This design comes from an exercise in tuning for small area, a short achievable clock period and few clock cycles per item on the open sky130 flow, not from production work.
At most, simulation tests tie the RTL to the original design; equivalence was not proved.

== main ==
// sub_bytes_engine
module sub_bytes_engine #(
   parameter int WORD_BYTES = 16,
   parameter int LANES      = 1,
   parameter int INVERSE_EN = 1
) (
   input  logic                    clk,
   input  logic                    rst_n,
   input  logic                    in_valid,
   output logic                    in_ready,
   input  logic [8*WORD_BYTES-1:0] in_data,
   input  logic                    in_inv,
   output logic                    out_valid,
   input  logic                    out_ready,
   output logic [8*WORD_BYTES-1:0] out_data,
   output logic                    busy
);
   logic                    v1_q, v2_q;
   logic                    inv1_q, inv2_q;
   logic                    in_inv_e;
   logic                    en;
   logic [8*WORD_BYTES-1:0] s1_d, s1_q;
   logic [8*WORD_BYTES-1:0] s2_d, s2_q;
   assign in_inv_e = in_inv & (INVERSE_EN != 0);
   for (genvar i = 0; i < WORD_BYTES; i++) begin : g_byte
      sb_s01 u_s01 (.si(in_data[8*i +: 8]), .inv(in_inv_e), .so(s1_d[8*i +: 8]));
      sb_s14 u_s14 (.si(s1_q[8*i +: 8]), .inv(1'b0), .so(s2_d[8*i +: 8]));
      sb_s45 u_s45 (.si(s2_q[8*i +: 8]), .inv(inv2_q), .so(out_data[8*i +: 8]));
   end
   assign en        = ~v2_q | out_ready;
   sb_ready u_ready (.full(v2_q), .taken(out_ready), .ready(in_ready));
   assign out_valid = v2_q;
   assign busy      = v1_q | v2_q;
   always_ff @(posedge clk or negedge rst_n) begin
      if (!rst_n) begin
         v1_q <= 1'b0;
         v2_q <= 1'b0;
      end else if (en) begin
         v1_q <= in_valid;
         v2_q <= v1_q;
      end
   end
   always_ff @(posedge clk) begin
      if (en) begin
         inv1_q <= in_inv_e;
         s1_q   <= s1_d;
         inv2_q <= inv1_q;
         s2_q   <= s2_d;
      end
   end
endmodule
Size: roughly 3800 cells after synthesis, ~260 I/O pins.
Settings: LEC_CHECK=0, CAP_MARGIN=20, CORE_MARGIN=2, CORE_UTILIZATION=60, SETUP_SLACK_MARGIN=4.0, SLEW_MARGIN=20, SYNTH_HIERARCHICAL=1, SYNTH_MINIMUM_KEEP_SIZE=0; clock period 7.5 ns.
standard.sh (not shown) runs the stock make flow with config.mk's settings and CLKGATE_MAP_FILE= SYNTH_SCRIPT=/design/flow/synth_recipe.tcl, a recipe that flattens the netlist after the stock synthesis.
==> flow/flow/run.sh <==
#!/bin/bash
# The standard layout, with the port buffers made from sky130_fd_sc_hd__buf_1 instead of
# the buffer that buffer_ports picks by default (a slow delay cell).
set -euo pipefail
export BUFFER_PORTS_ARGS="-buffer_cell sky130_fd_sc_hd__buf_1"
bash standard.sh finish > standard_finish.log 2>&1
What the feature branch does differently from main at the input level:
==> flow/flow/run.sh <==
#!/bin/bash
# The standard layout, with the port buffers made from sky130_fd_sc_hd__buf_2 instead of
# the buffer that buffer_ports picks by default (a slow delay cell).
set -euo pipefail
export BUFFER_PORTS_ARGS="-buffer_cell sky130_fd_sc_hd__buf_2"
bash standard.sh finish > standard_finish.log 2>&1
-- flow/config.mk --
<<< main, line 10
export CORE_UTILIZATION = 60
export SETUP_SLACK_MARGIN = 4.0
export SLEW_MARGIN = 20
>>> the feature branch, line 10
export CORE_UTILIZATION = 60
export SETUP_SLACK_MARGIN = 3.8
export SLEW_MARGIN = 20
--- outcome ---
- Looking at time the worst path needs with I/O delays and setup across main and the feature branch, the one that comes out higher is the feature branch.
- Delta (the feature branch minus main): total number of vias decreased 784, ratio of cells with drive above 1 in the final layout decreased 3.5 points, cell area decreased about 6.5%.
- Worst setup slack before clock tree synthesis ended up 56 ps lower on the feature branch than on main.
- Diff main -> the feature branch | count of filler cells inserted in the layout | up by a little under 10%
- Wire: the feature branch routes less than main
- Re maximum buffer depth of the clock tree: no difference whatsoever between main and the feature branch.
No functional check of the RTL was part of any run of this note.


## lane 4
sub_bytes_engine, a different RTL version from the one above (not shown whole).
Size in the first run: ~260 I/O pins, ~29000 um2 of cells after synthesis.
==> flow/config.mk <==
export PLATFORM = sky130hd
export DESIGN_NAME = sub_bytes_engine
export DESIGN_NICKNAME = sub_bytes_engine
export VERILOG_FILES = /design/flow/design.v
export SDC_FILE = /design/flow/constraint.sdc
export NUM_CORES = 4
export LEC_CHECK = 0
export CAP_MARGIN = 20
export CORE_MARGIN = 2
export CORE_UTILIZATION = 40
export SETUP_SLACK_MARGIN = 3.7
export SLEW_MARGIN = 20
export SYNTH_HIERARCHICAL = 1
export SYNTH_MINIMUM_KEEP_SIZE = 0
==> flow/constraint.sdc <==
create_clock -name core_clock -period 7.5 [get_ports {clk}]
set_input_delay 1.5000 -clock core_clock [delete_from_list [all_inputs] [get_ports {clk}]]
set_output_delay 1.5000 -clock core_clock [all_outputs]
set_load 0.01 [all_outputs]
==> flow/flow/run.sh <==
#!/bin/bash
# The standard layout, with the port buffers made from sky130_fd_sc_hd__buf_2 instead of
# the buffer that buffer_ports picks by default (a slow delay cell).
set -euo pipefail
export BUFFER_PORTS_ARGS="-buffer_cell sky130_fd_sc_hd__buf_2"
bash standard.sh finish > standard_finish.log 2>&1
Input changes introduced in lane 3 (baseline for comparison: lane 4):
Settings: SETUP_SLACK_MARGIN changed from 3.7 to 3.9.
==> run notes <==
On fraction of the cycle the final worst path needs: between lane 3 and lane 4, it ends up higher for lane 4. NOTE: instance count on the critical path in lane 3 exceeds that of lane 4. Per the comparison of lane 3 with lane 4, global-route congestion overflow total comparable, fmax rose about 3.6%, sequential share of layout area -0.54 points. Cell count: lane 3 higher than lane 4. Lane 4 has lower average wire length per cell after detail routing than lane 3.
Function was not checked in any run of this note: the RTL went through the layout flow alone.


sub_bytes_engine, a different RTL version from the one above (not shown whole).
For scale: roughly 3,600 cells after synthesis, roughly 260 I/O pins, ~28,000 um2 of cells after synthesis.
==> flow/config.mk <==
export PLATFORM = sky130hd
export DESIGN_NAME = sub_bytes_engine
export DESIGN_NICKNAME = sub_bytes_engine
export VERILOG_FILES = /design/flow/design.v
export SDC_FILE = /design/flow/constraint.sdc
export NUM_CORES = 4
export LEC_CHECK = 0
export CAP_MARGIN = 20
export CORE_MARGIN = 2
export CORE_UTILIZATION = 60
export CTS_BUF_LIST = sky130_fd_sc_hd__clkbuf_4 sky130_fd_sc_hd__clkbuf_8
export SETUP_SLACK_MARGIN = 3.8
export SLEW_MARGIN = 20
export SYNTH_HIERARCHICAL = 1
export SYNTH_MINIMUM_KEEP_SIZE = 0
==> flow/constraint.sdc <==
create_clock -name core_clock -period 7.5 [get_ports {clk}]
set_input_delay 1.5000 -clock core_clock [delete_from_list [all_inputs] [get_ports {clk}]]
set_output_delay 1.5000 -clock core_clock [all_outputs]
set_load 0.01 [all_outputs]
==> flow/flow/run.sh <==
#!/bin/bash
# The standard layout, with the port buffers made from sky130_fd_sc_hd__buf_1 instead of
# the buffer that buffer_ports picks by default (a slow delay cell).
set -euo pipefail
export BUFFER_PORTS_ARGS="-buffer_cell sky130_fd_sc_hd__buf_1"
bash standard.sh finish > standard_finish.log 2>&1
Testbench counts at the start, summed over its fixed seeds: cycles 1,616, items 1,600.
Next try:
==> flow/flow/run.sh (replaced) <==
#!/bin/bash
# The standard layout, with the port buffers made from sky130_fd_sc_hd__buf_2 instead of
# the buffer that buffer_ports picks by default (a slow delay cell).
set -euo pipefail
export BUFFER_PORTS_ARGS="-buffer_cell sky130_fd_sc_hd__buf_2"
bash standard.sh finish > standard_finish.log 2>&1
Settings changed: CORE_UTILIZATION 60 to 40, CTS_BUF_LIST sky130_fd_sc_hd__clkbuf_4 sky130_fd_sc_hd__clkbuf_8 to not set.
After rerunning:
- cell area came out higher by about 2%
- non-clock buffer count came out lower by 8
- sequential share of layout area came out lower by 0.50 points
- area after synthesis stays the same
- worst setup slack improves by 0.017 ns
- hold slack degrades by 0.0073 ns
- utilization came out lower by 22 points
- wire length came out lower by 2.7%
- clock skew came out lower by 0.027 ns
- first-iteration DRC count came out lower by about 30%
Next try:
Settings changed: CORE_UTILIZATION 40 to 60, SETUP_SLACK_MARGIN 3.8 to 3.7.
The new run passed the timing, DRC and antenna checks.
Routed wire length came out lower by 2.6%.
Hold slack degrades by 0.0078 ns.
Die area came out lower by 33%.
Worst setup slack degrades by 0.14 ns.
Final area came out lower by 2.7%.
Synthesized area is unchanged.
Count of clock-buffer cells in the layout came out lower by 5.
Next try:
==> flow/flow/run.sh (replaced) <==
#!/bin/bash
# The standard layout, with the port buffers made from sky130_fd_sc_hd__buf_1 instead of
# the buffer that buffer_ports picks by default (a slow delay cell).
set -euo pipefail
export BUFFER_PORTS_ARGS="-buffer_cell sky130_fd_sc_hd__buf_1"
bash standard.sh finish > standard_finish.log 2>&1
Settings changed: SETUP_SLACK_MARGIN 3.7 to 3.85.
Outcome:
- The changed run finished clean
- count of clock-buffer cells in the layout increases by 4
- final area climbs by 0.88%
- wire length rises by 5.5%


Starting RTL as in the previous note.
Settings: LEC_CHECK=0, CAP_MARGIN=5, CORE_MARGIN=2, CORE_UTILIZATION=60, SETUP_SLACK_MARGIN=3.8, SLEW_MARGIN=5, SYNTH_HIERARCHICAL=1, SYNTH_MINIMUM_KEEP_SIZE=0; clock period 7.5 ns.
==> flow/flow/run.sh <==
#!/bin/bash
# The standard layout, with the port buffers made from sky130_fd_sc_hd__buf_1 instead of
# the buffer that buffer_ports picks by default (a slow delay cell).
set -euo pipefail
export BUFFER_PORTS_ARGS="-buffer_cell sky130_fd_sc_hd__buf_1"
bash standard.sh finish > standard_finish.log 2>&1
Testbench counts at the start, summed over its fixed seeds: cycles 1,616, items 1,600.
==> next run, changes <==
- CAP_MARGIN: 5 -> 20
- SLEW_MARGIN: 5 -> 20
Result: Worst setup slack is unchanged; synthesized cell count does not change; maximum frequency is unchanged; register-to-register slack stays flat; routed wire length does not change.
==> next run, changes <==
- SETUP_SLACK_MARGIN: 3.8 -> 3.75
The new run went through all stages and came out clean.
Worst setup slack is worse by 18 ps.
Flip-flop and latch count does not change.
Cell count stays flat.
Register-to-register slack degrades by 40 ps.
First-iteration DRC count goes down slightly.
Die area is unchanged.
Wire length rose slightly.
Cell area hardly moves.
Via count barely changes.
Count of clock-buffer cells in the layout is unchanged.
==> next run, changes <==
==> flow/flow/run.sh (replaced) <==
#!/bin/bash
# The standard layout, with the port buffers made from sky130_fd_sc_hd__buf_2 instead of
# the buffer that buffer_ports picks by default (a slow delay cell).
set -euo pipefail
export BUFFER_PORTS_ARGS="-buffer_cell sky130_fd_sc_hd__buf_2"
bash standard.sh finish > standard_finish.log 2>&1
- SETUP_SLACK_MARGIN: 3.75 -> 3.8
Effect: The new run completed with no timing, DRC or antenna violations; via count is about the same; cell area goes up slightly; global-route usage drops by 0.49 points; final cell count hardly moves; worst setup slack gets better by 70 ps; fmax rose slightly; wire length shrinks slightly.


sub_bytes_engine, a different RTL version from the one above (not shown whole).
For scale: about 3,500 cells after synthesis, ~260 I/O pins, roughly 29,000 µm² of cells after synthesis.
==> flow/config.mk <==
export PLATFORM = sky130hd
export DESIGN_NAME = sub_bytes_engine
export DESIGN_NICKNAME = sub_bytes_engine
export VERILOG_FILES = /design/flow/design.v
export SDC_FILE = /design/flow/constraint.sdc
export NUM_CORES = 4
export LEC_CHECK = 0
export CAP_MARGIN = 20
export CORE_MARGIN = 2
export CORE_UTILIZATION = 40
export SETUP_SLACK_MARGIN = 4.0
export SLEW_MARGIN = 20
export SYNTH_HIERARCHICAL = 1
export SYNTH_MINIMUM_KEEP_SIZE = 0
==> flow/constraint.sdc <==
create_clock -name core_clock -period 7.5 [get_ports {clk}]
set_input_delay 1.5000 -clock core_clock [delete_from_list [all_inputs] [get_ports {clk}]]
set_output_delay 1.5000 -clock core_clock [all_outputs]
set_load 0.01 [all_outputs]
==> flow/flow/run.sh <==
#!/bin/bash
# The standard layout, with the port buffers made from sky130_fd_sc_hd__buf_2 instead of
# the buffer that buffer_ports picks by default (a slow delay cell).
set -euo pipefail
export BUFFER_PORTS_ARGS="-buffer_cell sky130_fd_sc_hd__buf_2"
bash standard.sh finish > standard_finish.log 2>&1
Testbench counts at the start, summed over its fixed seeds: cycles 1,616, items 1,600.
Next try:
- CTS_BUF_LIST: not set -> sky130_fd_sc_hd__clkbuf_8
- SETUP_SLACK_MARGIN: 4.0 -> 3.7
After rerunning:
- design area came out lower by 12%
- via count went down by 6.9%
- cell count went down by 5.6%


== P ==
Another version of the RTL of sub_bytes_engine (not shown whole).
Size in the first run: about 260 I/O pins.
clock: 7.5 ns
lec_check: 0
cap_margin: 20
core_margin: 2
core_utilization: 40
slew_margin: 20
synth_hierarchical: 1
synth_minimum_keep_size: 0
Scripts as last shown in full above: flow/flow/run.sh
Both conditions hold for P: the flow ran to the end and the final layout passed the timing, DRC and antenna checks.
Testbench counts of P, summed over its fixed seeds: cycles 1,616, items 1,600.
Relative to P, the following input files were edited for R:
- SETUP_SLACK_MARGIN: unset -> 3.7
==> comparison <==
Going from P to R, multi-input gate share of total cell area grows by 0.94 points.
R completed; timing, DRC and antenna clean
Summary of R over P: detailed route wirelength on metal3 went down; worst slack on hold paths went down; post-CTS resize count went up; shortest clock period the worst path allows after layout went down.


== 09-04 ==
RTL: one of the versions met above, not the one the previous note started from.
Size: about 3500 cells after synthesis, about 260 I/O pins.
Settings: LEC_CHECK=0, CAP_MARGIN=20, CORE_MARGIN=2, CORE_UTILIZATION=40, SETUP_SLACK_MARGIN=3.7, SLEW_MARGIN=20, SYNTH_HIERARCHICAL=1, SYNTH_MINIMUM_KEEP_SIZE=0; clock period 7.5 ns.
==> flow/flow/run.sh <==
#!/bin/bash
# The standard layout, with the port buffers made from sky130_fd_sc_hd__buf_1 instead of
# the buffer that buffer_ports picks by default (a slow delay cell).
set -euo pipefail
export BUFFER_PORTS_ARGS="-buffer_cell sky130_fd_sc_hd__buf_1"
bash standard.sh finish > standard_finish.log 2>&1
09-04 finished end to end and its layout was clean on timing, DRC and antenna.
Testbench counts of 09-04, summed over its fixed seeds: cycles 1,616, items 1,600.
For 06-10, these inputs were changed with respect to 09-04:
==> flow/flow/run.sh <==
#!/bin/bash
# The standard layout, with the port buffers made from sky130_fd_sc_hd__buf_2 instead of
# the buffer that buffer_ports picks by default (a slow delay cell).
set -euo pipefail
export BUFFER_PORTS_ARGS="-buffer_cell sky130_fd_sc_hd__buf_2"
bash standard.sh finish > standard_finish.log 2>&1
[summary]
Routing usage on met1: 06-10 vs 09-04 down 0.64 points. Final period utilization was lower in the run labelled 06-10. On 06-10: fraction of layout instances using a drive strength above 1 is 5.8 points higher than what 09-04 gave. 06-10: no failed stages, no open violations at the end. The total instance count after detailed placement of 06-10 and that of 09-04 are within noise of each other. Relative to 09-04, the number of buffers added for setup after CTS of 06-10 is lower by 5. Core utilization essentially unchanged between 09-04 and 06-10. Taking 09-04 as the reference, in 06-10 setup slack climbed 18 ps; worst setup timing slack at the placement stage climbed 130 ps; global-route wire length before repair dropped 1.1%.


north:
sub_bytes_engine with an RTL version that a note above also has.
Size: ~260 I/O pins, roughly 28000 um2 of cells after synthesis.
export LEC_CHECK = 0
export CAP_MARGIN = 20
export CORE_MARGIN = 2
export CORE_UTILIZATION = 60
export CTS_CLUSTER_DIAMETER = 60
export CTS_CLUSTER_SIZE = 30
export SETUP_SLACK_MARGIN = 3.8
export SLEW_MARGIN = 20
export SYNTH_HIERARCHICAL = 1
export SYNTH_MINIMUM_KEEP_SIZE = 0
create_clock -name core_clock -period 7.5 [get_ports {clk}]
==> flow/flow/run.sh <==
#!/bin/bash
# The standard layout, with the port buffers made from sky130_fd_sc_hd__buf_2 instead of
# the buffer that buffer_ports picks by default (a slow delay cell).
set -euo pipefail
export BUFFER_PORTS_ARGS="-buffer_cell sky130_fd_sc_hd__buf_2"
bash standard.sh finish > standard_finish.log 2>&1
Testbench counts of north, summed over its fixed seeds: cycles 1,616, items 1,600.
--- input diff north..south ---
Settings: CTS_CLUSTER_SIZE: 30 -> unset; GPL_ROUTABILITY_DRIVEN: unset -> 0; CTS_CLUSTER_DIAMETER: 60 -> unset.
==> flow/flow/run.sh <==
#!/bin/bash
# The standard layout, with the port buffers made from sky130_fd_sc_hd__buf_1 instead of
# the buffer that buffer_ports picks by default (a slow delay cell).
set -euo pipefail
export BUFFER_PORTS_ARGS="-buffer_cell sky130_fd_sc_hd__buf_1"
bash standard.sh finish > standard_finish.log 2>&1
Results
south: done, clean on timing, DRC and antenna
Instance count on the critical path was higher in south than in north.
north → south: total cell area at the placement stage moved down; worst setup slack now sits lower.
Edits applied to the flow inputs when going from south to east:
Settings: SETUP_SLACK_MARGIN now 4.0, was 3.8; GPL_ROUTABILITY_DRIVEN no longer set, was 0.
==> flow/flow/run.sh <==
#!/bin/bash
# The standard layout, with the port buffers made from sky130_fd_sc_hd__buf_2 instead of
# the buffer that buffer_ports picks by default (a slow delay cell).
set -euo pipefail
export BUFFER_PORTS_ARGS="-buffer_cell sky130_fd_sc_hd__buf_2"
bash standard.sh finish > standard_finish.log 2>&1
### Flow results
- The higher average wire per standard cell of east and south is in east.
- Per the comparison of east with south, first-pass GRT wire length +1700 um, clock-pin slew reported for the worst setup and hold paths after clock tree synthesis ~0 delta.
- Taking south as the reference point, the post-layout worst setup margin of east rises by 0.053 ns.
- In summary, east completed successfully, with a layout that passed the timing, DRC and antenna checks.

==> static timing again, ports no longer ideal <==
How much do the figures lean on ideal ports? The routed layouts below were timed once more, with nothing changed but the port constraints. Step 1 assumes that a clkbuf_16 drives the clock port and a buf_2 every other input. Step 2, shift: input delay + t, output delay - t, t = (earliest + latest rising clock arrival at the registers) / 2. This alone moves slack from input paths to output paths. Slacks: ideal / step 1 / step 2; pairs: ideal / step 1.
run | t, ns | setup WS [ns] | worst setup path after step 2
main | 0.600 | 3.909 / 3.849 / 3.858 | input to register
the feature branch | 0.625 | 3.848 / 3.789 / 3.747 | input to register
lane 4 | 0.590 | 3.803 / 3.745 / 3.990 | input to register
lane 3 | 0.589 | 3.932 / 3.874 / 3.970 | input to register
the first run of note 3 | 0.668 | 3.863 / 3.808 / 3.695 | input to register
the second run of note 3 | 0.588 | 3.880 / 3.821 / 3.959 | input to register
the third run of note 3 | 0.623 | 3.744 / 3.688 / 3.900 | input to register
the fourth run of note 3 | 0.595 | 3.909 / 3.851 / 3.710 | input to register
the first run of note 4 | 0.594 | 3.837 / 3.778 / 3.712 | input to register
the second run of note 4 | 0.594 | 3.837 / 3.778 / 3.712 | input to register
the third run of note 4 | 0.595 | 3.818 / 3.760 / 3.724 | input to register
the fourth run of note 4 | 0.623 | 3.888 / 3.832 / 3.902 | input to register
the first run of note 5 | 0.597 | 3.906 / 3.851 / 3.923 | input to register
the second run of note 5 | 0.675 | 3.768 / 3.714 / 3.869 | register to register
P | 0.606 | 3.379 / 3.319 / 3.707 | input to register
R | 0.588 | 3.778 / 3.719 / 3.791 | input to output
09-04 | 0.600 | 3.808 / 3.751 / 3.854 | register to register
06-10 | 0.592 | 3.826 / 3.773 / 3.865 | register to register
north | 0.633 | 3.866 / 3.811 / 3.905 | input to register
south | 0.639 | 3.794 / 3.731 / 3.849 | input to register
east | 0.623 | 3.847 / 3.791 / 3.885 | input to register
After both steps setup and hold are still met in every run listed. For the fourth run of note 3, which loses most, drivers alone change the setup slack by -0.058 ns; drivers and shift together by -0.199 ns.
